Background: an optimization exercise with open tools, aiming at small area, a short achievable clock period and few clock cycles per item. Do not read the settings as production practice.
Where RTL was checked, it was by simulation tests only, not by an equivalence proof against the original.
The RTL of run 7 was laid out without a check of its function.

==> flow/design.v (outline; a module is shown in full before it is edited, if it fits) <==
// module plint_slope: 96 lines
// module piecewise_linear_interpolator: 209 lines
// module plint_mac: 1286 lines
module piecewise_linear_interpolator (
  input  wire logic                     clk_i,
  input  wire logic                     rst_ni,
  input  wire logic                     cfg_valid_i,
  output logic                          cfg_ready_o,
  input  wire logic [plint_pkg::AW-1:0] cfg_addr_i,
  input  wire logic [plint_pkg::DW-1:0] cfg_data_i,
  input  wire logic                     s_axis_tvalid,
  output logic                          s_axis_tready,
  input  wire logic [15:0]              s_axis_tdata,    
  output logic                          m_axis_tvalid,
  input  wire logic                     m_axis_tready,
  output logic [23:0]                   m_axis_tdata,    
  output logic [1:0]                    m_axis_tuser     
);
  // ...
==> flow/run.sh <==
#!/bin/bash
# synth_recipe.tcl (not shown) runs the flow's synth.tcl, then flattens the netlist and writes it again
# the make line also repeats each setting of config.mk as NAME=value (left out here)
make -C /OpenROAD-flow-scripts/flow DESIGN_CONFIG=/design/flow/config.mk WORK_HOME=/design/flow/orfs CLKGATE_MAP_FILE= SYNTH_SCRIPT=/design/flow/synth_recipe.tcl finish
==> flow/config.mk <==
export PLATFORM = sky130hd
export DESIGN_NAME = piecewise_linear_interpolator
export DESIGN_NICKNAME = piecewise_linear_interpolator
export VERILOG_FILES = /design/flow/design.v
export SDC_FILE = /design/flow/constraint.sdc
export NUM_CORES = 4
export LEC_CHECK = 0
export ABC_CLOCK_PERIOD_IN_PS = 3600
export CAP_MARGIN = 20
export CORE_MARGIN = 2
export CORE_UTILIZATION = 40
export PLACE_DENSITY = 0.6
export SETUP_SLACK_MARGIN = 4.4
export SLEW_MARGIN = 20
export TNS_END_PERCENT = 10
==> flow/constraint.sdc <==
create_clock -name core_clock -period 8.0 [get_ports {clk_i}]
set_input_delay 1.6000 -clock core_clock [delete_from_list [all_inputs] [get_ports {clk_i}]]
set_output_delay 1.6000 -clock core_clock [all_outputs]
set_load 0.01 [all_outputs]
==> impl_metrics.yaml, run 1 <==
worst_setup_path:
  crit_required_ps: 8360
  endpoint: "ra_q[39]"
  cp_max_fo: 41
  arrival_ps: 4150
  slowest_delay_ps: 540
clocking:
  postCtsHoldBufs: 0
  htree_levels: 3
layout:
  final_cell_mix: "562 x inv_1, 474 x nand2_1, 449 x xnor2_1"
  regArea_um2: 15900
  finish.utilization: 0.456
  drive_gt1_frac: 0.113
  multi_input_cells: 3557
  stdcell_area_um2: 55400
  nNonClkInverters: 573
sta:
  rsz0062_at_grt: "yes"
  setup_violations: 0
  worst_pin_slew_ps: 1080
yosys:
  synthSimpleGateAreaFrac: 0.100
  seq_area_frac_synth: 0.326
  synthesis.nets: 5661
global_routing:
  antenna_found_initial: 2
  gr-usage-met1: 0.318
  grt_pass1_wl_um: 226000
floorplan:
  tap_cells: 1625
  core_um2: 121000
flow_run:
  cap_violations: 0
place:
  place_ws_ps: 2890
min_path:
  min_path_cells: 0
status:
  status: "no timing/DRC/antenna violations"
routing:
  wl_met2_um: 67900
Testbench counts, summed over its fixed seeds: cycles 5,016, items 4,096.
==> run 2, diff against run 1 <==
--- a/flow/config.mk
+++ b/flow/config.mk
@@ -11,3 +11,2 @@
 export CORE_UTILIZATION = 40
-export PLACE_DENSITY = 0.6
 export SETUP_SLACK_MARGIN = 4.4
==> run 2 against run 1 <==
  * Still clean
  * Global-route usage did not move
  * Via count did not move
  * Critical path type unchanged
  * Critical endpoint unchanged
  * Largest cell class unchanged
==> impl_metrics.yaml, run 2 <==
clocking:
  cts_tree: "yes"
  clk_latency_ps: 660
  clock-root-buffer: "clkbuf_16"
  cts.sinks: 552
  htree_levels: 3
  clock_path_buffers: 3
  postCtsHoldBufs: 0
  clkTransAtPathRegs_ps: 60
  numCtsBuffers: 67
flow_run:
  cap_violations: 0
worst_setup_path:
  reg2reg_setup_slack_ps: 4210
  worstPathCellList: "buf_12, a22oi_2, xnor2_1, fa_1, inv_1, fa_1, inv_1, fa_1, inv_1, fa_1, inv_1, fa_1"
  rr_endpoint: "ra_q[39]"
  rr_worst_depth: 12
  cp_max_fo: 41
  critPathKind: "flop to flop"
  cpMostUsedCell: "fa_1"
  critPathSlowestCell: "fa_1"
  crit_required_ps: 8360
  crit_path_start_kind: "flop"
  arrival_ps: 4150
  crit_start: "btwo_q[0]"
  slowest_delay_ps: 540
  crit-reg2reg-launch: "btwo_q[0]"
  endpoint_kind: "flop"
sta:
  max_slew_margin: 0.276
  rsz0062_at_grt: "yes"
  slew_violations: 0
  setup_violations: 0
  tns_ps: 0
  max_freq_mhz: 264
  post-route-period-util: 0.474
  period_needed_ps: 3790
  fin_skew_ps: 45.4
  worst_pin_slew_ps: 1080
  hold_viol: 0
status:
  status: "no timing/DRC/antenna violations"
yosys:
  synth.distinct_cells: 96
  synthCells: 4998
  ys.flop_type: "edfxtp_1"
  synth_edf_count: 419
  yosys_warnings: 2
  synthTopCellsByCount: "564 x inv_1, 474 x nand2_1, 450 x xnor2_1, 419 x edfxtp_1, 339 x fa_1"
  yosys-top-cells-area: "edfxtp_1 26%, fa_1 14%, xnor2_1 8.1%"
  syn-cell-area_um2: 48800
  yosysMostFrequentCell: "inv_1"
  synthesis.nets: 5661
  synth_seq_cells: 552
  synthArstFlopShare: 0.241
  seq_area_frac_synth: 0.326
  syn_avg_cell_area_um2: 9.76
  yosys.area.top_type_share: 0.258
  synth_top_cell_by_area: "edfxtp_1"
place:
  dp_cells: 6433
  gp_congestion: 0.927
  hpwl_um: 105000
  portBuffers: 75
min_path:
  worstHoldStart: "status_q[0]"
  whs_endpoint: "stc_q[0]"
  min_path_cells: 0
  holdCritPathClass: "flop to flop"
floorplan:
  start_util: 0.402
  dieArea_um2: 125000
  die_h_um: 353
  die_width_um: 353
  rows: 128
  ios: 77
  core_um2: 121000
routing:
  dr.first_iter.drc_count: 3452
  postRouteAntennaNets: 0
  totalWireLength_um: 148000
  drtPass1Iterations: 5
  wire_per_inst_um: 22.0
  via_per_inst: 5.70
  drc: 0
  via_count: 38300
layout:
  largestRegisters: "ra_q x56, rb_q x56"
  drive_gt1_frac: 0.113
  instances_no_fill: 6719
  area.growth.synth_to_final_pct: 13.5
  fillers: 11500
  final_nets: 5706
  multiInputGateArea_um2: 30000
  final_cell_mix: "562 x inv_1, 474 x nand2_1, 449 x xnor2_1"
  final_common_cell: "inv_1"
  regArea_um2: 15900
global_routing:
  grt_pass1_wl_um: 226000
  grt_max_degree: 79
  antenna_found_initial: 2
  first_global_vias: 37600
  grt-ovfl-total: 0
  grt_usage: 0.232
run 2: cell counts in the layout (fill, tap and decap cells not counted):
No cell type changed its count.
run 2: worst max-delay path by stage:
| stage | slack, ps | cells after the start | end |
|---|---|---|---|
| 2_1_floorplan | 2580 | 3 | s_axis_tready |
| 3_3_place_gp | 2900 | 5 | s_axis_tready |
| 3_5_place_dp | 2890 | 5 | s_axis_tready |
| 4_1_cts | 4210 | 5 | s_axis_tready |
| 5_1_grt | 4060 | 12 | ra_q[37] |
| 6_report | 4210 | 12 | ra_q[39] |
run 2: per-layer routing:
layer | GRT usage | share of wire | routed length [um] | vias up
li1 | - | - | - | 17500
met1 | 0.318 | 0.43 | 63500 | 19000
met2 | 0.370 | 0.46 | 67900 | 1472
met3 | 0.0369 | 0.071 | 10500 | 309
met4 | 0.0903 | 0.042 | 6230 | 2
met5 | 0 | 0.00018 | 26 | -
run 2: layout make-up:
| type | instances | area share |
|---|---|---|
| inverters | 572 | 0.0394 |
| clock buffers | 92 | 0.0357 |
| multi-input cells | 3557 | 0.542 |
| clock inverters | 27 | 0.00499 |
| diodes | 1 | 0.0000452 |
| repair buffers | 292 | 0.0533 |
| flip-flops and latches | 552 | 0.288 |
| repair inverters | 1 | 0.000294 |
| well taps | 1625 | 0.0367 |
run 2: cells by family (layout without fill, tap and decap cells):
| kind of cell | after synthesis | in the layout | share of synthesized area |
|---|---|---|---|
| muxes | 157 | 157 | 0.0345 |
| adders and majority gates | 615 | 615 | 0.210 |
| DFF | 552 | 552 | 0.326 |
| and+or+nand+nor | 1068 | 1072 | 0.100 |
| AOI/OAI and AO/OA | 1165 | 1165 | 0.161 |
| xor gates and xnor gates | 547 | 547 | 0.0982 |
| buffers and inverters | 893 | 984 | 0.0697 |
| other | 1 | 2 | 0.0000769 |
run 2: critical path: cells and delay by family (launching register included):
family | cells | cell delay [ps]
AOI/OAI and AO/OA | 1 | 190
DFF | 1 | 410
buffers and inverters | 5 | 510
adders and majority gates | 5 | 2260
xor gates and xnor gates | 1 | 110
run 2: per-stage QoR:
step / hold WS [ps] / worst slack (ps) / area (um^2) / utilization
final: 422 / 4210 / 55400 / 0.456
after global routing: 424 / 4060 / 55400 / 0.456
after CTS: 419 / 4210 / 55100 / 0.454
after detailed placement: 406 / 2890 / 50800 / 0.418
after global placement: 402 / 2900 / 50800 / 0.418
after floorplan: 400 / 2580 / 48800 / -
run 2: what timing repair did:
| action | CTS | global route |
|---|---|---|
| pin swaps | 25 | 16 |
| endpoints found under the setup margin | 324 | 198 |
| gates resized for setup | 170 | 46 |
| cloned | 9 | 1 |
| buffers inserted | 148 | 7 |
==> run 3, diff against run 2 <==
--- a/flow/config.mk
+++ b/flow/config.mk
@@ -11,2 +11,3 @@
 export CORE_UTILIZATION = 40
+export GPL_ROUTABILITY_DRIVEN = 0
 export SETUP_SLACK_MARGIN = 4.4
==> run 3 against run 2 <==
  * Count of clock-buffer cells in the layout up 2
  * Critical path depth is 1 higher
  * Synthesized area unchanged
  * Flip-flop and latch count is the same
  * Worst setup slack worse by 40 ps
  * Global-route usage grew 0.25 points
  * Utilization rose by 0.24 points
  * Critical path type unchanged
  * Design area rose by 0.52%
  * Still clean on timing, DRC and antenna
  * Sequential share of layout area is 0.15 points lower
  * Cell count rose by 0.13%
==> impl_metrics.yaml, run 3 <==
worst_setup_path:
  cp_max_fo: 7
  critPathKind: "flop to flop"
  critPathBufInv: 6
  worstPathCellList: "buf_6, buf_12, buf_16, a22oi_2, xor2_1, fa_1, fa_1, inv_1, fa_1, inv_1, fa_1, inv_1, fa_1"
  crit-reg2reg-launch: "btwo_q[0]"
  cp_num_cells: 13
  arrival_ps: 4220
  crit_path_start_kind: "flop"
  endpoint_kind: "flop"
  rr_endpoint: "ra_q[19]"
  crit_required_ps: 8390
  critPathSlowestCell: "fa_1"
  slowest_delay_ps: 490
  crit_start: "btwo_q[0]"
  rr_worst_depth: 13
  endpoint: "ra_q[19]"
  reg2reg_setup_slack_ps: 4170
  cpMostUsedCell: "fa_1"
  critical_path.top_delay_family: "adder cells"
clocking:
  htree_levels: 3
  clock_path_buffers: 3
  clkTransAtPathRegs_ps: 60
  postCtsHoldBufs: 0
  clock-root-buffer: "clkbuf_16"
  cts_tree: "yes"
  cts.sinks: 552
  numCtsBuffers: 67
  clk_latency_ps: 660
floorplan:
  start_util: 0.402
  core_um2: 121000
  rows: 128
  die_width_um: 353
  dieArea_um2: 125000
  die_h_um: 353
  ios: 77
place:
  dp_cells: 6432
  portBuffers: 75
  hpwl_um: 106000
yosys:
  synthArstFlopShare: 0.241
  synth_top_cell_by_area: "edfxtp_1"
  synth_seq_cells: 552
  synthXorXnorAreaFrac: 0.0982
  yosys.area.top_type_share: 0.258
  synth_compound_area_frac: 0.161
  syn-cell-area_um2: 48800
  synthSimpleGateAreaFrac: 0.100
  synth_top_family_by_area: "adder cells"
  synth.distinct_cells: 96
  synth_edf_count: 419
  yosys-top-cells-area: "edfxtp_1 26%, fa_1 14%, xnor2_1 8.1%"
  ys.flop_type: "edfxtp_1"
  yosys_warnings: 2
  synthTopCellsByCount: "564 x inv_1, 474 x nand2_1, 450 x xnor2_1, 419 x edfxtp_1, 339 x fa_1"
  seq_area_frac_synth: 0.326
  yosysMostFrequentCell: "inv_1"
  syn_avg_cell_area_um2: 9.76
  synthMuxAreaShare: 0.0345
  synthAdderAreaFrac: 0.210
  synthesis.nets: 5661
  synthCells: 4998
routing:
  via_per_inst: 5.72
  via_count: 38500
  dr.first_iter.drc_count: 3751
  drtPass1Iterations: 8
  drc: 0
  totalWireLength_um: 149000
  wire_per_inst_um: 22.2
  postRouteAntennaNets: 0
global_routing:
  antenna_found_initial: 4
  grt_max_degree: 81
  grt_usage: 0.235
  grt_pass1_wl_um: 229000
  first_global_vias: 37900
  grt-ovfl-total: 0
sta:
  period_needed_ps: 3830
  worst_pin_slew_ps: 1180
  tns_ps: 0
  rsz0062_at_grt: "yes"
  setup_violations: 0
  fin_skew_ps: 37.8
  max_slew_margin: 0.204
  slew_violations: 0
  post-route-period-util: 0.479
  hold_viol: 0
  max_freq_mhz: 261
min_path:
  holdCritPathClass: "flop to flop"
  min_path_cells: 0
layout:
  instances_no_fill: 6728
  area.growth.synth_to_final_pct: 14.1
  final_common_cell: "inv_1"
  fillers: 11500
  final_nets: 5713
  largestRegisters: "ra_q x56, rb_q x56"
  final_cell_mix: "550 x inv_1, 474 x nand2_1, 447 x xnor2_1"
  drive_gt1_frac: 0.121
status:
  status: "no timing/DRC/antenna violations"
flow_run:
  cap_violations: 0
-- run 3: cell counts after synthesis --
No cell type changed its count.
-- run 3: cells by family (layout without fill, tap and decap cells) --
logic type	Yosys count	after routing
AND/OR/NAND/NOR	1068	1072
flip-flops	552	552
AO/OA/AOI/OAI	1165	1166
buffers and inverters	893	992
XOR/XNOR	547	547
other	1	2
multiplexers	157	157
adder cells (fa/ha/maj)	615	615
-- run 3: worst min path at each step --
stage / endpoint / start / slack [ps]
2_1_floorplan: od_q[24] / stc_q[0] / 400
3_3_place_gp: od_q[25] / stc_q[1] / 400
3_5_place_dp: od_q[24] / stc_q[0] / 410
4_1_cts: stc_q[0] / status_q[0] / 420
5_1_grt: stc_q[0] / status_q[0] / 440
6_report: stc_q[0] / status_q[0] / 420
-- run 3: worst register-to-register path: stages (launching register included) --
cell and delay, ps:
edfxtp_1 390, buf_6 170, buf_12 150, buf_16 150, a22oi_2 170, xor2_1 210, fa_1 470, fa_1 490
inv_1 50, fa_1 350, inv_1 70, fa_1 400, inv_1 70, fa_1 410
-- run 3: layout make-up --
type	count	area (um^2)	share of cell area
inverter	572	2170	0.0390
clock buffer	94	1900	0.0341
multi-input combinational	3558	30100	0.541
tap	1625	2030	0.0365
clock inverter	27	295	0.00530
antenna	1	2.50	0.0000450
sequential	552	15900	0.286
timing repair buffer	299	3190	0.0573
-- run 3: metal layers --
metal	part of all wire	global-route usage
met5	0.00015	0
met4	0.038	0.0815
met3	0.069	0.0377
met2	0.46	0.375
met1	0.43	0.323
-- run 3: through the flow --
step	cell area, um^2	setup slack, ps	hold slack (ps)	utilization
6_report	55700	4170	420	0.459
5_1_grt	55700	4060	440	0.459
4_1_cts	55400	4250	418	0.456
3_5_place_dp	50800	2880	405	0.418
3_3_place_gp	50800	2890	401	0.418
2_1_floorplan	48800	2580	400	-
-- run 3: timing repair --
| item | in CTS | in global routing |
|---|---|---|
| cloned | 11 | 3 |
| pin swaps | 44 | 26 |
| buffers inserted | 153 | 6 |
| resized for setup | 196 | 50 |
| setup endpoints to repair | 340 | 200 |
==> module piecewise_linear_interpolator, before the edit <==
module piecewise_linear_interpolator (
  input  wire logic                     clk_i,
  input  wire logic                     rst_ni,
  input  wire logic                     cfg_valid_i,
  output logic                          cfg_ready_o,
  input  wire logic [plint_pkg::AW-1:0] cfg_addr_i,
  input  wire logic [plint_pkg::DW-1:0] cfg_data_i,
  input  wire logic                     s_axis_tvalid,
  output logic                          s_axis_tready,
  input  wire logic [15:0]              s_axis_tdata,    
  output logic                          m_axis_tvalid,
  input  wire logic                     m_axis_tready,
  output logic [23:0]                   m_axis_tdata,    
  output logic [1:0]                    m_axis_tuser     
);
  localparam int XW = plint_pkg::XW;
  localparam int SW = plint_pkg::SW;
  localparam int GW = plint_pkg::GW;
  logic [1:0]    cnt_q;
  logic [XW-1:0] x0_q, x1_q, x2_q;
  logic [SW-1:0] s0_q, s1_q, s2_q;
  assign cfg_ready_o = 1'b1;
  always_ff @(posedge clk_i or negedge rst_ni) begin
    if (!rst_ni) begin
      cnt_q <= plint_pkg::RST_COUNT;
      x0_q  <= plint_pkg::RST_X0;
      x1_q  <= plint_pkg::RST_X1;
      x2_q  <= plint_pkg::RST_X2;
      s0_q  <= plint_pkg::RST_S0;
      s1_q  <= plint_pkg::RST_S1;
      s2_q  <= plint_pkg::RST_S2;
    end else if (cfg_valid_i) begin
      unique case (cfg_addr_i)
        plint_pkg::REG_COUNT: cnt_q <= cfg_data_i[1:0];
        plint_pkg::REG_X0:    x0_q  <= cfg_data_i[XW-1:0];
        plint_pkg::REG_X1:    x1_q  <= cfg_data_i[XW-1:0];
        plint_pkg::REG_X2:    x2_q  <= cfg_data_i[XW-1:0];
        plint_pkg::REG_S0:    s0_q  <= cfg_data_i[SW-1:0];
        plint_pkg::REG_S1:    s1_q  <= cfg_data_i[SW-1:0];
        plint_pkg::REG_S2:    s2_q  <= cfg_data_i[SW-1:0];
        default: ;
      endcase
    end
  end
  logic start_q;
  always_ff @(posedge clk_i or negedge rst_ni) begin
    if (!rst_ni) start_q <= 1'b0;
    else         start_q <= cfg_valid_i && cfg_addr_i != plint_pkg::REG_COUNT &&
                            cfg_addr_i != 3'd7;
  end
  logic          rdy0, rdy1, neg0, neg1;
  logic [GW-1:0] g0, g1;
  logic [3:0]    sh0, sh1;
  plint_slope u_seg0 (
    .clk_i, .rst_ni, .start_i(start_q),
    .xa_i(x0_q), .xb_i(x1_q), .sa_i(s0_q), .sb_i(s1_q),
    .rdy_o(rdy0), .g_o(g0), .sh_o(sh0), .neg_o(neg0)
  );
  plint_slope u_seg1 (
    .clk_i, .rst_ni, .start_i(start_q),
    .xa_i(x1_q), .xb_i(x2_q), .sa_i(s1_q), .sb_i(s2_q),
    .rdy_o(rdy1), .g_o(g1), .sh_o(sh1), .neg_o(neg1)
  );
  logic en;           
  logic ov_q;         
  logic va_q, vb_q;
  assign en            = !ov_q || m_axis_tready;
  assign s_axis_tready = en && rdy0 && rdy1 && !start_q;
  logic [XW-1:0] x;
  logic          le0, le1, le2;
  assign x   = s_axis_tdata;
  assign le0 = x <= x0_q;
  assign le1 = x <= x1_q;
  assign le2 = x <= x2_q;
  logic ge0, ge1, ge2;
  assign ge0 = x >= x0_q;
  assign ge1 = x >= x1_q;
  assign ge2 = x >= x2_q;
  logic [XW-1:0] dx0, dx1;
  assign dx0 = x - x0_q;
  assign dx1 = x - x1_q;
  logic [XW-1:0] dx0_q, dx1_q;
  logic [5:0]    cmp_q;
  always_ff @(posedge clk_i or negedge rst_ni) begin
    if (!rst_ni)  va_q <= 1'b0;
    else if (en)  va_q <= s_axis_tvalid && s_axis_tready;
  end
  always_ff @(posedge clk_i) begin
    if (en) begin
      dx0_q   <= dx0;
      dx1_q   <= dx1;
      cmp_q   <= {le0, le1, le2, ge0, ge1, ge2};
    end
  end
  logic       ble0, ble1, ble2, ge_last, interp, seg;
  logic [1:0] bsel, status;    
  assign {ble0, ble1, ble2} = cmp_q[5:3];
  always_comb begin
    unique case (cnt_q)
      2'd2:    ge_last = cmp_q[1];
      2'd3:    ge_last = cmp_q[0];
      default: ge_last = cmp_q[2];
    endcase
  end
  always_comb begin
    status = plint_pkg::ST_OK;
    bsel   = 2'd3;
    seg    = 1'b0;
    interp = 1'b0;
    if (cnt_q == 2'd0) begin
      status = plint_pkg::ST_EMPTY;
    end else if (ble0) begin
      bsel = 2'd0;
    end else if (ge_last) begin
      bsel = (cnt_q == 2'd3) ? 2'd2 : (cnt_q == 2'd2) ? 2'd1 : 2'd0;
    end else if (cnt_q[1] && ble1) begin
      bsel   = 2'd0;
      interp = 1'b1;
    end else if (cnt_q == 2'd3 && ble2) begin
      bsel   = 2'd1;
      seg    = 1'b1;
      interp = 1'b1;
    end else begin
      status = plint_pkg::ST_NOSEG;
    end
  end
  logic [XW-1:0] dx, dxs;
  logic [3:0]    sh;
  assign sh = seg ? sh1 : sh0;
  assign dx = !interp ? '0 : seg ? dx1_q : dx0_q;
  always_comb begin
    dxs = dx;
    if (sh[3]) dxs = {dxs[7:0], 8'd0};
    if (sh[2]) dxs = {dxs[11:0], 4'd0};
    if (sh[1]) dxs = {dxs[13:0], 2'd0};
    if (sh[0]) dxs = {dxs[14:0], 1'b0};
  end
  logic       negs;
  logic [8:0] bone, btwo, bneg;
  logic [18:0] bx;
  assign negs = seg ? neg1 : neg0;
  assign bx   = {2'b00, dxs, 1'b0};
  always_comb begin
    for (int j = 0; j < 9; j++) begin
      bone[j] = bx[2*j+1] ^ bx[2*j];
      btwo[j] = (bx[2*j+2] & !bx[2*j+1] & !bx[2*j]) | (!bx[2*j+2] & bx[2*j+1] & bx[2*j]);
      bneg[j] = bx[2*j+2] ^ negs;
    end
  end
  logic [8:0]    bone_q, btwo_q, bneg_q;
  logic [GW-1:0] gm_q;
  logic          negm_q;
  logic [1:0]    bsel_q, status_q;
  always_ff @(posedge clk_i or negedge rst_ni) begin
    if (!rst_ni)  vb_q <= 1'b0;
    else if (en)  vb_q <= va_q;
  end
  always_ff @(posedge clk_i) begin
    if (en) begin
      bone_q   <= bone;
      btwo_q   <= btwo;
      bneg_q   <= bneg;
      gm_q     <= seg ? g1 : g0;
      negm_q   <= negs;
      bsel_q   <= bsel;
      status_q <= status;
    end
  end
  logic [SW-1:0] base;
  logic [55:0]   ra, rb;
  always_comb begin
    unique case (bsel_q)
      2'd0:    base = s0_q;
      2'd1:    base = s1_q;
      2'd2:    base = s2_q;
      default: base = '0;
    endcase
  end
  plint_mac u_mac (.bone(bone_q), .btwo(btwo_q), .bneg(bneg_q), .g(gm_q), .negm(negm_q), .base(base), .ra(ra), .rb(rb));
  logic [55:0] ra_q, rb_q;
  logic [1:0]  stc_q;
  logic        vc_q;
  always_ff @(posedge clk_i or negedge rst_ni) begin
    if (!rst_ni)  vc_q <= 1'b0;
    else if (en)  vc_q <= vb_q;
  end
  always_ff @(posedge clk_i) begin
    if (en) begin
      ra_q  <= ra;
      rb_q  <= rb;
      stc_q <= status_q;
    end
  end
  logic [55:0]   sum;
  logic [SW-1:0] score;
  assign sum   = ra_q + rb_q;
  assign score = sum[32 +: SW];
  logic [SW+1:0] od_q;
  always_ff @(posedge clk_i or negedge rst_ni) begin
    if (!rst_ni)  ov_q <= 1'b0;
    else if (en)  ov_q <= vc_q;
  end
  always_ff @(posedge clk_i) begin
    if (en) od_q <= {stc_q, score};
  end
  assign m_axis_tvalid = ov_q;
  assign m_axis_tdata  = od_q[SW-1:0];
  assign m_axis_tuser  = od_q[SW+1:SW];
endmodule
==> run 4, diff against run 3 <==
--- a/flow/design.v
+++ b/flow/design.v
@@ -168,8 +168,4 @@
   end
-  logic start_q;
-  always_ff @(posedge clk_i or negedge rst_ni) begin
-    if (!rst_ni) start_q <= 1'b0;
-    else         start_q <= cfg_valid_i && cfg_addr_i != plint_pkg::REG_COUNT &&
-                            cfg_addr_i != 3'd7;
-  end
+  logic start;
+  assign start = cfg_valid_i && cfg_addr_i != plint_pkg::REG_COUNT && cfg_addr_i != 3'd7;
   logic          rdy0, rdy1, neg0, neg1;
@@ -178,3 +174,3 @@
   plint_slope u_seg0 (
-    .clk_i, .rst_ni, .start_i(start_q),
+    .clk_i, .rst_ni, .start_i(start),
     .xa_i(x0_q), .xb_i(x1_q), .sa_i(s0_q), .sb_i(s1_q),
@@ -183,3 +179,3 @@
   plint_slope u_seg1 (
-    .clk_i, .rst_ni, .start_i(start_q),
+    .clk_i, .rst_ni, .start_i(start),
     .xa_i(x1_q), .xb_i(x2_q), .sa_i(s1_q), .sb_i(s2_q),
@@ -191,3 +187,3 @@
   assign en            = !ov_q || m_axis_tready;
-  assign s_axis_tready = en && rdy0 && rdy1 && !start_q;
+  assign s_axis_tready = en && rdy0 && rdy1;
   logic [XW-1:0] x;
@@ -198,6 +194,12 @@
   assign le2 = x <= x2_q;
-  logic ge0, ge1, ge2;
-  assign ge0 = x >= x0_q;
-  assign ge1 = x >= x1_q;
-  assign ge2 = x >= x2_q;
+  logic [XW-1:0] xl;
+  logic          gel;
+  always_comb begin
+    unique case (cnt_q)
+      2'd2:    xl = x1_q;
+      2'd3:    xl = x2_q;
+      default: xl = x0_q;
+    endcase
+  end
+  assign gel = x >= xl;
   logic [XW-1:0] dx0, dx1;
@@ -206,3 +208,3 @@
   logic [XW-1:0] dx0_q, dx1_q;
-  logic [5:0]    cmp_q;
+  logic [3:0]    cmp_q;
   always_ff @(posedge clk_i or negedge rst_ni) begin
@@ -215,3 +217,3 @@
       dx1_q   <= dx1;
-      cmp_q   <= {le0, le1, le2, ge0, ge1, ge2};
+      cmp_q   <= {le0, le1, le2, gel};
     end
@@ -220,10 +222,4 @@
   logic [1:0] bsel, status;    
-  assign {ble0, ble1, ble2} = cmp_q[5:3];
-  always_comb begin
-    unique case (cnt_q)
-      2'd2:    ge_last = cmp_q[1];
-      2'd3:    ge_last = cmp_q[0];
-      default: ge_last = cmp_q[2];
-    endcase
-  end
+  assign {ble0, ble1, ble2} = cmp_q[3:1];
+  assign ge_last = cmp_q[0];
   always_comb begin
--- a/flow/config.mk
+++ b/flow/config.mk
@@ -7,3 +7,3 @@
 export LEC_CHECK = 0
-export ABC_CLOCK_PERIOD_IN_PS = 3600
+export ABC_CLOCK_PERIOD_IN_PS = 3000
 export CAP_MARGIN = 20
@@ -11,3 +11,2 @@
 export CORE_UTILIZATION = 40
-export GPL_ROUTABILITY_DRIVEN = 0
 export SETUP_SLACK_MARGIN = 4.4
==> run 4 against run 3 <==
  * Sequential share of layout area is 0.30 points lower
  * Non-clock buffer count shrank 12
  * Maximum frequency decreased by 1.8%
  * Critical endpoint is now ra_q[42]
  * Highest routed layer unchanged
  * First-iteration DRC count shrank 9.1%
  * Via count fell by 1.5%
  * Global-route usage up 0.36 points
  * Cell count fell by 0.42%
  * Wire length rose by 2.3%
  * Flip-flop and latch count fell by 3
  * Critical path type unchanged
==> impl_metrics.yaml, run 4 <==
worst_setup_path:
  rr_endpoint: "ra_q[42]"
  worstPathCellList: "buf_4, nor2b_1, buf_4, a21oi_1, fa_1, inv_1, fa_1, inv_1, fa_1, inv_1, fa_1"
  cp_max_fo: 25
  rr_worst_depth: 11
  cpMostUsedCell: "fa_1"
  slowest_delay_ps: 660
  crit_required_ps: 8400
  critPathBufInv: 5
  critPathSlowestCell: "a21oi_1"
  cp_num_cells: 11
  critPathKind: "flop to flop"
  crit-reg2reg-launch: "bsel_q[1]"
  reg2reg_setup_slack_ps: 4100
  endpoint_kind: "flop"
  crit_path_start_kind: "flop"
  critical_path.top_delay_family: "adder cells"
  arrival_ps: 4300
layout:
  finish.utilization: 0.460
  area.growth.synth_to_final_pct: 14.1
  largestRegisters: "ra_q x56, rb_q x56"
  final_common_cell: "inv_1"
  final_cell_mix: "554 x inv_1, 431 x xnor2_1, 417 x edfxtp_1"
  multiInputGateArea_um2: 30600
  drive_gt1_frac: 0.126
  final_nets: 5700
  fillers: 11400
  regArea_um2: 15900
  stdcell_area_um2: 56000
global_routing:
  antenna_found_initial: 5
  grt_usage: 0.238
  grt_pass1_wl_um: 231000
  grt_max_degree: 76
  first_global_vias: 37700
  grt-ovfl-total: 0
sta:
  slew_violations: 0
  setup_violations: 0
  holdWs_ps: 416
  fin_skew_ps: 51.8
  tns_ps: 0
  setup_ws_ps: 4100
  rsz0062_at_grt: "yes"
  period_needed_ps: 3900
  max_freq_mhz: 256
  worst_pin_slew_ps: 1180
  post-route-period-util: 0.488
  hold_viol: 0
  max_slew_margin: 0.210
status:
  status: "no timing/DRC/antenna violations"
clocking:
  postCtsHoldBufs: 0
  cts_tree: "yes"
  clock_path_buffers: 3
  htree_levels: 3
  numCtsBuffers: 70
  clock-root-buffer: "clkbuf_16"
  cts.sinks: 549
  clkTransAtPathRegs_ps: 60
  clk_latency_ps: 670
routing:
  postRouteAntennaNets: 0
  totalWireLength_um: 153000
  drtPass1Iterations: 6
  wire_per_inst_um: 22.8
  via_per_inst: 5.66
  via_count: 37900
  drc: 0
  dr.first_iter.drc_count: 3411
yosys:
  syn_avg_cell_area_um2: 9.85
  synthesis.nets: 5662
  yosys-top-cells-area: "edfxtp_1 26%, fa_1 14%, xnor2_1 7.8%"
  synthTopCellsByCount: "562 x inv_1, 435 x xnor2_1, 417 x edfxtp_1, 355 x nand2_1, 339 x fa_1"
  synth_seq_cells: 549
  yosys_warnings: 2
  synth_top_cell_by_area: "edfxtp_1"
  synth.distinct_cells: 96
  syn-cell-area_um2: 49100
  yosysMostFrequentCell: "inv_1"
  synthArstFlopShare: 0.240
  synth_edf_count: 417
  yosys.area.top_type_share: 0.255
  synthCells: 4982
  ys.flop_type: "edfxtp_1"
  seq_area_frac_synth: 0.323
min_path:
  worstHoldStart: "status_q[1]"
  whs_endpoint: "stc_q[1]"
  holdCritPathClass: "flop to flop"
  min_path_cells: 0
place:
  portBuffers: 75
  gp_congestion: 0.915
  hpwl_um: 108000
  place_ws_ps: 2780
  postPlaceCellArea_um2: 51200
floorplan:
  ios: 77
  die_h_um: 354
  rows: 128
  core_um2: 122000
  dieArea_um2: 125000
  die_width_um: 354
  start_util: 0.403
flow_run:
  cap_violations: 0
## run 4: changes by cell type in the layout (fill, tap and decap cells not counted), moves of 13 or more
cell,before,now
a21o_1,47,72
a21oi_1,188,206
a22oi_2,29,42
mux2_2,86,120
mux2i_1,67,80
nand2_1,474,352
nor2_1,211,226
o211ai_1,22,36
o21ai_0,218,253
xnor2_1,447,431
## run 4: repair_timing
item | in CTS | in global routing
setup endpoints to repair | 310 | 280
resized for setup | 123 | 108
buffers inserted | 107 | 30
gates cloned | 6 | 4
pin swaps | 38 | 45
## run 4: cell families after synthesis
kind of cell    after synthesis  synth area share
mux                         204            0.0447
simple gates                954            0.0905
fa+ha+maj                   632             0.213
xor+xnor                    549            0.0982
other cells                   1         0.0000764
flops                       549             0.323
compound gates             1201             0.162
buf+inv                     892            0.0687
## run 4: area by class of cell
cell class                 instances  area share
inverter                         568      0.0384
clock inverter                    41     0.00910
tap                             1625      0.0363
antenna                            1   0.0000447
sequential                       549       0.283
clock buffer                      85      0.0332
timing repair buffer             287      0.0539
multi-input combinational       3544       0.546
## run 4: per-layer routing
layer,GRT usage,up-vias,wire length [um]
met5,0,-,41
met4,0.101,6,7280
met3,0.0390,328,10000
met2,0.387,1420,70600
met1,0.316,18700,64700
li1,-,17400,-
## run 4: worst max-delay path by stage
stage | startpoint | to | slack, ps
2_1_floorplan | m_axis_tready | s_axis_tready | 2620
3_3_place_gp | m_axis_tready | s_axis_tready | 2810
3_5_place_dp | m_axis_tready | s_axis_tready | 2780
4_1_cts | btwo_q[0] | ra_q[41] | 4170
5_1_grt | bneg_q[0] | ra_q[37] | 4010
6_report | bsel_q[1] | ra_q[42] | 4100
## run 4: metrics by stage
stage          std cells
5_1_grt             6699
3_3_place_gp        6423
6_report            6700
3_5_place_dp        6425
4_1_cts             6664
2_1_floorplan       4982
Testbench counts of run 4, summed over its fixed seeds: cycles 5,000, items 4,096.
==> run 5, diff against run 4 <==
--- a/flow/config.mk
+++ b/flow/config.mk
@@ -7,3 +7,3 @@
 export LEC_CHECK = 0
-export ABC_CLOCK_PERIOD_IN_PS = 3000
+export ABC_CLOCK_PERIOD_IN_PS = 4500
 export CAP_MARGIN = 20
==> run 5 against run 4 <==
  * Maximum frequency did not move
  * Critical path depth unchanged
  * Still clean on timing, DRC and antenna
  * Worst hold slack unchanged
==> impl_metrics.yaml, run 5 <==
yosys:
  syn-cell-area_um2: 49100
  yosys.area.top_type_share: 0.255
  synth_top_cell_by_area: "edfxtp_1"
  synth_seq_cells: 549
  seq_area_frac_synth: 0.323
  synthesis.nets: 5662
  ys.flop_type: "edfxtp_1"
  synthCells: 4982
  syn_avg_cell_area_um2: 9.85
  synth.distinct_cells: 96
  yosysMostFrequentCell: "inv_1"
  yosys-top-cells-area: "edfxtp_1 26%, fa_1 14%, xnor2_1 7.8%"
  synthTopCellsByCount: "562 x inv_1, 435 x xnor2_1, 417 x edfxtp_1, 355 x nand2_1, 339 x fa_1"
  yosys_warnings: 2
  synthArstFlopShare: 0.240
  synth_edf_count: 417
global_routing:
  grt_pass1_wl_um: 231000
  grt_usage: 0.238
  grt-ovfl-total: 0
  grt_max_degree: 76
  antenna_found_initial: 5
  first_global_vias: 37700
sta:
  max_slew_margin: 0.210
  hold_viol: 0
  rsz0062_at_grt: "yes"
  period_needed_ps: 3900
  holdWs_ps: 416
  setup_violations: 0
  slew_violations: 0
  worst_pin_slew_ps: 1180
  max_freq_mhz: 256
  setup_ws_ps: 4100
  tns_ps: 0
  fin_skew_ps: 51.8
  post-route-period-util: 0.488
place:
  portBuffers: 75
  hpwl_um: 108000
  place_ws_ps: 2780
  gp_congestion: 0.915
worst_setup_path:
  critPathSlowestCell: "a21oi_1"
  critPathKind: "flop to flop"
  cpMostUsedCell: "fa_1"
  worstPathCellList: "buf_4, nor2b_1, buf_4, a21oi_1, fa_1, inv_1, fa_1, inv_1, fa_1, inv_1, fa_1"
  slowest_delay_ps: 660
  crit_path_start_kind: "flop"
  crit_required_ps: 8400
  arrival_ps: 4300
  endpoint_kind: "flop"
  cp_max_fo: 25
clocking:
  htree_levels: 3
  cts_tree: "yes"
  postCtsHoldBufs: 0
  numCtsBuffers: 70
  clkTransAtPathRegs_ps: 60
  clk_latency_ps: 670
  cts.sinks: 549
  clock-root-buffer: "clkbuf_16"
  clock_path_buffers: 3
routing:
  via_per_inst: 5.66
  drc: 0
  totalWireLength_um: 153000
  drtPass1Iterations: 6
  dr.first_iter.drc_count: 3411
  via_count: 37900
  postRouteAntennaNets: 0
  wire_per_inst_um: 22.8
status:
  status: "no timing/DRC/antenna violations"
layout:
  regArea_um2: 15900
  fillers: 11400
  final_cell_mix: "554 x inv_1, 431 x xnor2_1, 417 x edfxtp_1"
  final_nets: 5700
  final_common_cell: "inv_1"
  area.growth.synth_to_final_pct: 14.1
  multiInputGateArea_um2: 30600
  drive_gt1_frac: 0.126
  largestRegisters: "ra_q x56, rb_q x56"
floorplan:
  rows: 128
  die_width_um: 354
  core_um2: 122000
  dieArea_um2: 125000
  start_util: 0.403
  die_h_um: 354
  ios: 77
min_path:
  holdCritPathClass: "flop to flop"
flow_run:
  cap_violations: 0
==> run 5: worst paths after layout <==
check	startpoint	endpoint	slack (ps)	cells past startpoint
max in group asynchronous	rst_ni	u_seg0.ph_q[1]	5720	2
min in group asynchronous	rst_ni	s1_q[17]	980	1
worst max-delay path	bsel_q[1]	ra_q[42]	4100	11
worst min-delay path	status_q[1]	stc_q[1]	420	0
worst min register to register	status_q[1]	stc_q[1]	420	0
worst max register to register	bsel_q[1]	ra_q[42]	4100	11
==> run 5: cells by family after synthesis <==
kind of cell             after synthesis  share of synthesized area
AO/OA/AOI/OAI                       1201                      0.162
flip-flops                           549                      0.323
multiplexers                         204                     0.0447
adder cells (fa/ha/maj)              632                      0.213
AND/OR/NAND/NOR                      954                     0.0905
other                                  1                  0.0000764
buffers and inverters                892                     0.0687
XOR/XNOR                             549                     0.0982
==> run 5: stage by stage <==
stage | instance area, um^2 | instances | utilization
floorplan | 49100 | 4982 | -
global placement | 51100 | 6423 | 0.420
detailed placement | 51200 | 6425 | 0.420
CTS | 55200 | 6664 | 0.454
global route | 56000 | 6699 | 0.460
finish | 56000 | 6700 | 0.460
==> run 5: critical path: cells and delay by family, from the launching register on <==
family | cells | cell delay, ps
buf+inv | 5 | 880
simple gates | 1 | 90
flops | 1 | 320
compound gates | 1 | 660
fa+ha+maj | 4 | 1610
==> run 5: cell type report <==
type / instances / share of cell area
multi-input cells: 3544 / 0.546
flip-flops and latches: 549 / 0.283
repair buffers: 287 / 0.0539
inverters: 568 / 0.0384
well taps: 1625 / 0.0363
clock buffers: 85 / 0.0332
clock inverters: 41 / 0.00910
diodes: 1 / 0.0000447
==> run 5: what timing repair did <==
action                                  4_1_cts  5_1_grt
buffers inserted                            107       30
gates resized for setup                     123      108
endpoints found under the setup margin      310      280
pin swaps                                    38       45
cloned                                        6        4
==> run 5: layer usage <==
| layer | part of all wire | up-vias | GRT usage | wire [um] |
|---|---|---|---|---|
| li1 | - | 17400 | - | - |
| met1 | 0.42 | 18700 | 0.316 | 64700 |
| met2 | 0.46 | 1420 | 0.387 | 70600 |
| met3 | 0.066 | 328 | 0.0390 | 10000 |
| met4 | 0.048 | 6 | 0.101 | 7280 |
| met5 | 0.00027 | - | 0 | 41 |
==> run 6, diff against run 5 <==
--- a/flow/config.mk
+++ b/flow/config.mk
@@ -7,3 +7,3 @@
 export LEC_CHECK = 0
-export ABC_CLOCK_PERIOD_IN_PS = 4500
+export ABC_CLOCK_PERIOD_IN_PS = 3600
 export CAP_MARGIN = 20
==> run 6 against run 5 <==
  * Worst setup slack did not move
  * Sequential share of layout area unchanged
  * Synthesized area did not move
  * Flip-flop and latch count unchanged
  * Worst hold slack unchanged
  * Critical path type unchanged
  * Synthesized cell count did not move
==> impl_metrics.yaml, run 6 <==
floorplan:
  start_util: 0.403
  die_width_um: 354
  ios: 77
  rows: 128
  core_um2: 122000
  die_h_um: 354
  dieArea_um2: 125000
worst_setup_path:
  critPathSlowestCell: "a21oi_1"
  cp_max_fo: 25
  critPathKind: "flop to flop"
  arrival_ps: 4300
  worstPathCellList: "buf_4, nor2b_1, buf_4, a21oi_1, fa_1, inv_1, fa_1, inv_1, fa_1, inv_1, fa_1"
  cpMostUsedCell: "fa_1"
  crit_required_ps: 8400
  crit_path_start_kind: "flop"
  slowest_delay_ps: 660
  endpoint_kind: "flop"
sta:
  max_freq_mhz: 256
  setup_violations: 0
  hold_viol: 0
  period_needed_ps: 3900
  holdWs_ps: 416
  rsz0062_at_grt: "yes"
  post-route-period-util: 0.488
  slew_violations: 0
  fin_skew_ps: 51.8
  max_slew_margin: 0.210
  worst_pin_slew_ps: 1180
  tns_ps: 0
yosys:
  syn-cell-area_um2: 49100
  synth_seq_cells: 549
  synth_top_cell_by_area: "edfxtp_1"
  synthArstFlopShare: 0.240
  yosys-top-cells-area: "edfxtp_1 26%, fa_1 14%, xnor2_1 7.8%"
  synthCells: 4982
  synth_edf_count: 417
  seq_area_frac_synth: 0.323
  synth.distinct_cells: 96
  yosys_warnings: 2
  yosys.area.top_type_share: 0.255
  ys.flop_type: "edfxtp_1"
  yosysMostFrequentCell: "inv_1"
  synthTopCellsByCount: "562 x inv_1, 435 x xnor2_1, 417 x edfxtp_1, 355 x nand2_1, 339 x fa_1"
  syn_avg_cell_area_um2: 9.85
  synthesis.nets: 5662
routing:
  drc: 0
  via_count: 37900
  dr.first_iter.drc_count: 3411
  postRouteAntennaNets: 0
  drtPass1Iterations: 6
  totalWireLength_um: 153000
  wire_per_inst_um: 22.8
  via_per_inst: 5.66
place:
  hpwl_um: 108000
  portBuffers: 75
  gp_congestion: 0.915
  postPlaceCellArea_um2: 51200
global_routing:
  grt_pass1_wl_um: 231000
  grt_usage: 0.238
  antenna_found_initial: 5
  first_global_vias: 37700
  grt_max_degree: 76
  grt-ovfl-total: 0
clocking:
  htree_levels: 3
  clock-root-buffer: "clkbuf_16"
  cts_tree: "yes"
  clk_latency_ps: 670
  clock_path_buffers: 3
  cts.sinks: 549
  numCtsBuffers: 70
  clkTransAtPathRegs_ps: 60
layout:
  final_common_cell: "inv_1"
  multiInputGateArea_um2: 30600
  drive_gt1_frac: 0.126
  final_cell_mix: "554 x inv_1, 431 x xnor2_1, 417 x edfxtp_1"
  fillers: 11400
  final_nets: 5700
  stdcell_area_um2: 56000
  regArea_um2: 15900
  largestRegisters: "ra_q x56, rb_q x56"
  finish.utilization: 0.460
  area.growth.synth_to_final_pct: 14.1
min_path:
  holdCritPathClass: "flop to flop"
status:
  status: "no timing/DRC/antenna violations"
flow_run:
  cap_violations: 0
==> run 6: timing repair <==
| item | in CTS | in global routing |
|---|---|---|
| hold buffers | 0 | 0 |
| setup endpoints to repair | 310 | 280 |
| resized for setup | 123 | 108 |
| gates cloned | 6 | 4 |
| pin swaps | 38 | 45 |
| buffers inserted | 107 | 30 |
==> run 6: final timing paths <==
| path | startpoint | to | slack, ps | depth (start not counted) |
|---|---|---|---|---|
| max in group asynchronous | rst_ni | u_seg0.ph_q[1] | 5720 | 2 |
| min in group asynchronous | rst_ni | s1_q[17] | 980 | 1 |
| max | bsel_q[1] | ra_q[42] | 4100 | 11 |
| max reg2reg | bsel_q[1] | ra_q[42] | 4100 | 11 |
| min | status_q[1] | stc_q[1] | 420 | 0 |
| min reg2reg | status_q[1] | stc_q[1] | 420 | 0 |
==> run 6: cell families after synthesis <==
family	after synthesis	synth area share
other cells	1	0.0000764
fa+ha+maj	632	0.213
mux	204	0.0447
buf+inv	892	0.0687
compound gates	1201	0.162
simple gates	954	0.0905
flops	549	0.323
xor+xnor	549	0.0982
==> run 6: final cells by class <==
cell class / instances / share of cell area
Sequential cell: 549 / 0.283
Clock inverter: 41 / 0.00910
Tap cell: 1625 / 0.0363
Inverter: 568 / 0.0384
Timing Repair Buffer: 287 / 0.0539
Multi-Input combinational cell: 3544 / 0.546
Antenna cell: 1 / 0.0000447
Clock buffer: 85 / 0.0332
==> run 6: routing by layer <==
| layer | up-vias | GRT usage | wire length (um) |
|---|---|---|---|
| met3 | 328 | 0.0390 | 10000 |
| met2 | 1420 | 0.387 | 70600 |
| met4 | 6 | 0.101 | 7280 |
| met1 | 18700 | 0.316 | 64700 |
| met5 | - | 0 | 41 |
| li1 | 17400 | - | - |
==> run 6: per-stage QoR <==
| step | cells | worst slack, ps |
|---|---|---|
| after global routing | 6699 | 4010 |
| final | 6700 | 4100 |
| after CTS | 6664 | 4170 |
| after detailed placement | 6425 | 2780 |
| after global placement | 6423 | 2810 |
| after floorplan | 4982 | 2620 |
==> run 6: critical path, delay by kind of cell, from the launching register on <==
family          cells  cell delay [ps]
simple gates        1               90
fa+ha+maj           4             1610
buf+inv             5              880
flops               1              320
compound gates      1              660
==> module plint_slope, before the edit <==
module plint_slope (
  input  wire logic        clk_i,
  input  wire logic        rst_ni,
  input  wire logic        start_i,    
  input  wire logic [15:0] xa_i,
  input  wire logic [15:0] xb_i,
  input  wire logic [23:0] sa_i,
  input  wire logic [23:0] sb_i,
  output logic             rdy_o,
  output logic [40:0]      g_o,
  output logic [3:0]       sh_o,
  output logic             neg_o
);
  localparam int K     = 1;             
  localparam int NCYC  = 42 / K;
  typedef enum logic [1:0] {PH_LOAD, PH_NORM, PH_DIV, PH_DONE} ph_e;
  ph_e         ph_q;
  logic [5:0]  cnt_q;
  logic [15:0] v_q;       
  logic [15:0] rem_q;     
  logic [41:0] q_q;       
  logic [3:0]  sh_q;
  logic        neg_q;
  logic [24:0] dy;
  logic [23:0] dmag;
  assign dy   = {sb_i[23], sb_i} - {sa_i[23], sa_i};
  assign dmag = neg_q ? 24'(-q_q[23:0]) : q_q[23:0];
  logic [15:0] vn;
  logic [3:0]  shn;
  always_comb begin
    vn  = v_q;
    shn = '0;
    if (vn[15:8] == '0) begin vn = {vn[7:0], 8'd0};  shn[3] = 1'b1; end
    if (vn[15:12] == '0) begin vn = {vn[11:0], 4'd0}; shn[2] = 1'b1; end
    if (vn[15:14] == '0) begin vn = {vn[13:0], 2'd0}; shn[1] = 1'b1; end
    if (vn[15] == 1'b0) begin vn = {vn[14:0], 1'b0};  shn[0] = 1'b1; end
  end
  logic [15:0] rem_n;
  logic [41:0] q_n;
  always_comb begin
    logic [16:0] t;
    logic [16:0] d;
    rem_n = rem_q;
    q_n   = q_q;
    for (int i = 0; i < K; i++) begin
      t     = {rem_n, q_n[41]};
      d     = t - {1'b0, v_q};
      q_n   = {q_n[40:0], !d[16]};
      rem_n = d[16] ? t[15:0] : d[15:0];
    end
  end
  always_ff @(posedge clk_i or negedge rst_ni) begin
    if (!rst_ni) begin
      ph_q  <= PH_LOAD;
      rdy_o <= 1'b0;
    end else if (start_i) begin
      ph_q  <= PH_LOAD;
      rdy_o <= 1'b0;
    end else begin
      unique case (ph_q)
        PH_LOAD: ph_q <= PH_NORM;
        PH_NORM: ph_q <= PH_DIV;
        PH_DIV:  if (cnt_q == 6'(NCYC - 1)) begin
          ph_q  <= PH_DONE;
          rdy_o <= 1'b1;
        end
        default: ;
      endcase
    end
  end
  always_ff @(posedge clk_i) begin
    unique case (ph_q)
      PH_LOAD: begin
        v_q       <= xb_i - xa_i;
        neg_q     <= dy[24];
        q_q[24:0] <= dy;
      end
      PH_NORM: begin
        v_q   <= vn;
        sh_q  <= shn;
        rem_q <= {2'b00, dmag[23:10]};
        q_q   <= {dmag[9:0], 16'd0, vn};
        cnt_q <= '0;
      end
      PH_DIV: begin
        rem_q <= rem_n;
        q_q   <= q_n;
        cnt_q <= cnt_q + 6'd1;
      end
      default: ;
    endcase
  end
  assign g_o   = q_q[40:0];
  assign sh_o  = sh_q;
  assign neg_o = neg_q;
endmodule
==> run 7, diff against run 6 <==
--- a/flow/design.v
+++ b/flow/design.v
@@ -41,8 +41,8 @@
 );
-  localparam int K     = 1;             
-  localparam int NCYC  = 42 / K;
-  typedef enum logic [1:0] {PH_LOAD, PH_NORM, PH_DIV, PH_DONE} ph_e;
+  localparam int NCYC = 21;            
+  typedef enum logic [2:0] {PH_LOAD, PH_NORM, PH_TRIP, PH_DIV, PH_DONE} ph_e;
   ph_e         ph_q;
-  logic [5:0]  cnt_q;
+  logic [4:0]  cnt_q;
   logic [15:0] v_q;       
+  logic [17:0] v3_q;      
   logic [15:0] rem_q;     
@@ -65,15 +65,15 @@
   end
+  logic [17:0] t;
+  logic [18:0] d1, d2, d3;
   logic [15:0] rem_n;
-  logic [41:0] q_n;
+  logic [1:0]  qd;
+  assign t  = {rem_q, q_q[41:40]};
+  assign d1 = {1'b0, t} - {3'b000, v_q};
+  assign d2 = {1'b0, t} - {2'b00, v_q, 1'b0};
+  assign d3 = {1'b0, t} - {1'b0, v3_q};
   always_comb begin
-    logic [16:0] t;
-    logic [16:0] d;
-    rem_n = rem_q;
-    q_n   = q_q;
-    for (int i = 0; i < K; i++) begin
-      t     = {rem_n, q_n[41]};
-      d     = t - {1'b0, v_q};
-      q_n   = {q_n[40:0], !d[16]};
-      rem_n = d[16] ? t[15:0] : d[15:0];
-    end
+    if (!d3[18])      begin qd = 2'd3; rem_n = d3[15:0]; end
+    else if (!d2[18]) begin qd = 2'd2; rem_n = d2[15:0]; end
+    else if (!d1[18]) begin qd = 2'd1; rem_n = d1[15:0]; end
+    else              begin qd = 2'd0; rem_n = t[15:0];  end
   end
@@ -89,4 +89,5 @@
         PH_LOAD: ph_q <= PH_NORM;
-        PH_NORM: ph_q <= PH_DIV;
-        PH_DIV:  if (cnt_q == 6'(NCYC - 1)) begin
+        PH_NORM: ph_q <= PH_TRIP;
+        PH_TRIP: ph_q <= PH_DIV;
+        PH_DIV:  if (cnt_q == 5'(NCYC - 1)) begin
           ph_q  <= PH_DONE;
@@ -110,2 +111,5 @@
         q_q   <= {dmag[9:0], 16'd0, vn};
+      end
+      PH_TRIP: begin
+        v3_q  <= {2'b00, v_q} + {1'b0, v_q, 1'b0};
         cnt_q <= '0;
@@ -114,4 +118,4 @@
         rem_q <= rem_n;
-        q_q   <= q_n;
-        cnt_q <= cnt_q + 6'd1;
+        q_q   <= {q_q[39:0], qd};
+        cnt_q <= cnt_q + 5'd1;
       end
@@ -168,4 +172,8 @@
   end
-  logic start;
-  assign start = cfg_valid_i && cfg_addr_i != plint_pkg::REG_COUNT && cfg_addr_i != 3'd7;
+  logic start_q;
+  always_ff @(posedge clk_i or negedge rst_ni) begin
+    if (!rst_ni) start_q <= 1'b0;
+    else         start_q <= cfg_valid_i && cfg_addr_i != plint_pkg::REG_COUNT &&
+                            cfg_addr_i != 3'd7;
+  end
   logic          rdy0, rdy1, neg0, neg1;
@@ -174,3 +182,3 @@
   plint_slope u_seg0 (
-    .clk_i, .rst_ni, .start_i(start),
+    .clk_i, .rst_ni, .start_i(start_q),
     .xa_i(x0_q), .xb_i(x1_q), .sa_i(s0_q), .sb_i(s1_q),
@@ -179,3 +187,3 @@
   plint_slope u_seg1 (
-    .clk_i, .rst_ni, .start_i(start),
+    .clk_i, .rst_ni, .start_i(start_q),
     .xa_i(x1_q), .xb_i(x2_q), .sa_i(s1_q), .sb_i(s2_q),
@@ -184,6 +192,6 @@
   logic en;           
-  logic ov_q;         
+  logic ov_q, skv_q;  
   logic va_q, vb_q;
-  assign en            = !ov_q || m_axis_tready;
-  assign s_axis_tready = en && rdy0 && rdy1;
+  assign en            = !skv_q;
+  assign s_axis_tready = en && rdy0 && rdy1 && !start_q;
   logic [XW-1:0] x;
@@ -194,12 +202,6 @@
   assign le2 = x <= x2_q;
-  logic [XW-1:0] xl;
-  logic          gel;
-  always_comb begin
-    unique case (cnt_q)
-      2'd2:    xl = x1_q;
-      2'd3:    xl = x2_q;
-      default: xl = x0_q;
-    endcase
-  end
-  assign gel = x >= xl;
+  logic ge0, ge1, ge2;
+  assign ge0 = x >= x0_q;
+  assign ge1 = x >= x1_q;
+  assign ge2 = x >= x2_q;
   logic [XW-1:0] dx0, dx1;
@@ -208,3 +210,3 @@
   logic [XW-1:0] dx0_q, dx1_q;
-  logic [3:0]    cmp_q;
+  logic [5:0]    cmp_q;
   always_ff @(posedge clk_i or negedge rst_ni) begin
@@ -217,3 +219,3 @@
       dx1_q   <= dx1;
-      cmp_q   <= {le0, le1, le2, gel};
+      cmp_q   <= {le0, le1, le2, ge0, ge1, ge2};
     end
@@ -222,4 +224,10 @@
   logic [1:0] bsel, status;    
-  assign {ble0, ble1, ble2} = cmp_q[3:1];
-  assign ge_last = cmp_q[0];
+  assign {ble0, ble1, ble2} = cmp_q[5:3];
+  always_comb begin
+    unique case (cnt_q)
+      2'd2:    ge_last = cmp_q[1];
+      2'd3:    ge_last = cmp_q[0];
+      default: ge_last = cmp_q[2];
+    endcase
+  end
   always_comb begin
@@ -317,9 +325,23 @@
   assign score = sum[32 +: SW];
-  logic [SW+1:0] od_q;
+  logic [SW+1:0] od_q, skd_q;
   always_ff @(posedge clk_i or negedge rst_ni) begin
-    if (!rst_ni)  ov_q <= 1'b0;
-    else if (en)  ov_q <= vc_q;
+    if (!rst_ni) begin
+      ov_q  <= 1'b0;
+      skv_q <= 1'b0;
+    end else if (skv_q) begin
+      if (m_axis_tready) skv_q <= 1'b0;
+    end else if (!ov_q || m_axis_tready) begin
+      ov_q <= vc_q;
+    end else if (vc_q) begin
+      skv_q <= 1'b1;
+    end
   end
   always_ff @(posedge clk_i) begin
-    if (en) od_q <= {stc_q, score};
+    if (skv_q) begin
+      if (m_axis_tready) od_q <= skd_q;
+    end else if (!ov_q || m_axis_tready) begin
+      od_q <= {stc_q, score};
+    end else begin
+      skd_q <= {stc_q, score};
+    end
   end
--- a/flow/config.mk
+++ b/flow/config.mk
@@ -13,2 +13 @@
 export SLEW_MARGIN = 20
-export TNS_END_PERCENT = 10
==> run 7 against run 6 <==
  * Utilization grew 0.59 points
  * Critical path depth increased by 2
  * Maximum frequency increased by 2.4%
  * Worst setup slack improved by 90 ps
  * Global-route usage down 0.43 points
  * Design area grew 16%
  * First-iteration DRC count rose by 25%
  * Wire length up 12%
  * Sequential share of layout area shrank 0.81 points
==> impl_metrics.yaml, run 7 <==
yosys:
  yosysMostFrequentCell: "inv_1"
  seq_area_frac_synth: 0.319
  yosys-top-cells-area: "edfxtp_1 26%, fa_1 12%, ha_1 8.5%"
  synthesis.nets: 6511
  synth_top_cell_by_area: "edfxtp_1"
  yosys_warnings: 2
  syn-cell-area_um2: 55800
  syn_avg_cell_area_um2: 9.72
  synth_seq_cells: 615
  synthTopCellsByCount: "611 x inv_1, 499 x nand2_1, 479 x edfxtp_1, 477 x xnor2_1, 378 x ha_1"
  synthCells: 5740
  synthArstFlopShare: 0.221
  ys.flop_type: "edfxtp_1"
  synth_edf_count: 479
  synth.distinct_cells: 105
  yosys.area.top_type_share: 0.258
routing:
  wire_per_inst_um: 22.0
  postRouteAntennaNets: 0
  dr.first_iter.drc_count: 4271
  totalWireLength_um: 171000
  drtPass1Iterations: 6
  via_per_inst: 5.65
  drc: 0
  via_count: 44100
worst_setup_path:
  critical_path.top_delay_family: "adder cells"
  cpMostUsedCell: "fa_1"
  critPathSlowestCell: "fa_1"
  critPathBufInv: 6
  worstPathCellList: "buf_6, clkbuf_16, a22oi_2, xnor2_1, fa_1, inv_1, fa_1, inv_1, fa_1, inv_1, fa_1, inv_1, fa_1"
  crit_required_ps: 8390
  slowest_delay_ps: 540
  endpoint_kind: "flop"
  crit_path_start_kind: "flop"
  critPathKind: "flop to flop"
  cp_max_fo: 5
  arrival_ps: 4200
floorplan:
  die_h_um: 377
  dieArea_um2: 142000
  core_um2: 139000
  rows: 137
  ios: 77
  die_width_um: 377
  start_util: 0.401
clocking:
  htree_levels: 3
  cts_tree: "yes"
  clock_path_buffers: 3
  clk_latency_ps: 700
  cts.sinks: 615
  numCtsBuffers: 75
  postCtsHoldBufs: 0
  clkTransAtPathRegs_ps: 70
  clock-root-buffer: "clkbuf_16"
layout:
  drive_gt1_frac: 0.157
  instances_no_fill: 7802
  final_nets: 6632
  largestRegisters: "ra_q x56, rb_q x56"
  final_common_cell: "inv_1"
  area.growth.synth_to_final_pct: 16.1
  final_cell_mix: "580 x inv_1, 497 x nand2_1, 479 x edfxtp_1"
  fillers: 12900
place:
  gp_congestion: 0.909
  place_ws_ps: 3410
  hpwl_um: 125000
  dp_cells: 7423
  portBuffers: 75
status:
  status: "no timing/DRC/antenna violations"
sta:
  setup_ws_ps: 4190
  setup_violations: 0
  period_needed_ps: 3810
  max_slew_margin: 0.293
  fin_skew_ps: 41.6
  slew_violations: 0
  worst_pin_slew_ps: 1050
  rsz0062_at_grt: "yes"
  max_freq_mhz: 262
  post-route-period-util: 0.477
  tns_ps: 0
  hold_viol: 0
global_routing:
  grt-ovfl-total: 0
  grt_max_degree: 105
  antenna_found_initial: 4
  grt_usage: 0.234
  first_global_vias: 43000
  grt_pass1_wl_um: 259000
min_path:
  holdCritPathClass: "flop to flop"
flow_run:
  cap_violations: 0
-- run 7: cell types whose count changed after synthesis, moves of 23 or more --
cell      previous run  this run
xor2_1             113       138
edfxtp_1           417       479
inv_1              562       611
and3_1              12        42
ha_1               293       378
nor2_1             227       268
xnor2_1            435       477
nor3_1              58        87
o21a_1              19        49
nor2b_1             40        63
o21ai_0            272       310
nand3_1             73       100
nand2_1            355       499
-- run 7: layout make-up --
cell class              count  area (um^2)  share of cell area
multi-input cells        4172        35800               0.552
flip-flops and latches    615        17800               0.275
repair buffers            374         3850              0.0595
inverters                 623         2420              0.0374
well taps                1876         2350              0.0362
clock buffers              96         2090              0.0323
clock inverters            44          468             0.00723
diodes                      2         5.00           0.0000773
-- run 7: worst register-to-register path: stages (launching register included) --
cell       delay (ps)
edfxtp_1          380
buf_6             160
clkbuf_16         170
a22oi_2           170
xnor2_1           120
fa_1              540
inv_1              50
fa_1              510
inv_1              70
fa_1              370
inv_1             100
fa_1              410
inv_1              80
fa_1              410
-- run 7: per-stage QoR --
stage	hold WS, ps	utilization	cell area (um^2)
after floorplan	400	-	56000
after global placement	401	0.419	58200
after detailed placement	405	0.419	58200
after CTS	418	0.453	63000
after global routing	439	0.466	64800
final	418	0.466	64800
-- run 7: routing by layer --
| layer | track usage | vias up | wire (um) |
|---|---|---|---|
| li1 | - | 20300 | - |
| met1 | 0.328 | 21800 | 74500 |
| met2 | 0.378 | 1751 | 79400 |
| met3 | 0.0375 | 269 | 12600 |
| met4 | 0.0559 | 2 | 4940 |
| met5 | 0 | - | 11 |
-- run 7: kinds of logic after synthesis --
kind of cell / count (synthesis) / share of synthesized area
compound gates: 1332 / 0.160
xor+xnor: 615 / 0.0965
fa+ha+maj: 723 / 0.209
buf+inv: 955 / 0.0650
flops: 615 / 0.319
mux: 229 / 0.0445
other cells: 1 / 0.0000672
simple gates: 1270 / 0.106
-- run 7: path summary, 6_finish.rpt --
kind / start / to / slack (ps) / cells past startpoint
worst max-delay path: bone_q[0] / ra_q[36] / 4190 / 13
worst min-delay path: status_q[1] / stc_q[1] / 420 / 0
worst max register to register: bone_q[0] / ra_q[36] / 4190 / 13
worst min register to register: status_q[1] / stc_q[1] / 420 / 0
max in group asynchronous: rst_ni / u_seg1.rdy_o / 5490 / 2
min in group asynchronous: rst_ni / x0_q[15] / 940 / 1
-- run 7: what timing repair did --
| action | 4_1_cts | 5_1_grt |
|---|---|---|
| pin swaps | 19 | 114 |
| resized for setup | 177 | 274 |
| buffers inserted | 154 | 67 |
| gates cloned | 4 | 12 |
| setup endpoints to repair | 250 | 199 |

==> re-timing with driven ports <==
Ports are ideal in the flow. The routed layouts listed here were re-timed in OpenROAD. Step 1 sets driving cells, clkbuf_16 on the clock port and buf_2 on the other inputs (assumed; they add their load-dependent delay and slew). Step 2 times the ports against the registers' clock, not the clock port: input delays grow and output delays shrink by t, the midpoint of the rising clock arrivals with the driver on. Slacks: ideal / step 1 / step 2; pairs: ideal / step 1.
run	shift t [ns]	setup WS [ns]	worst slew at a driven data input, ns
run 1	0.706	4.206 / 4.156 / 3.672	0.08
run 2	0.706	4.206 / 4.156 / 3.672	0.08
run 3	0.716	4.165 / 4.165 / 3.808	0.06
run 4	0.712	4.096 / 4.096 / 3.517	0.10
run 5	0.712	4.096 / 4.096 / 3.517	0.10
run 6	0.712	4.096 / 4.096 / 3.517	0.10
run 7	0.749	4.186 / 4.186 / 3.820	0.17
After both steps every run listed still meets setup and hold.
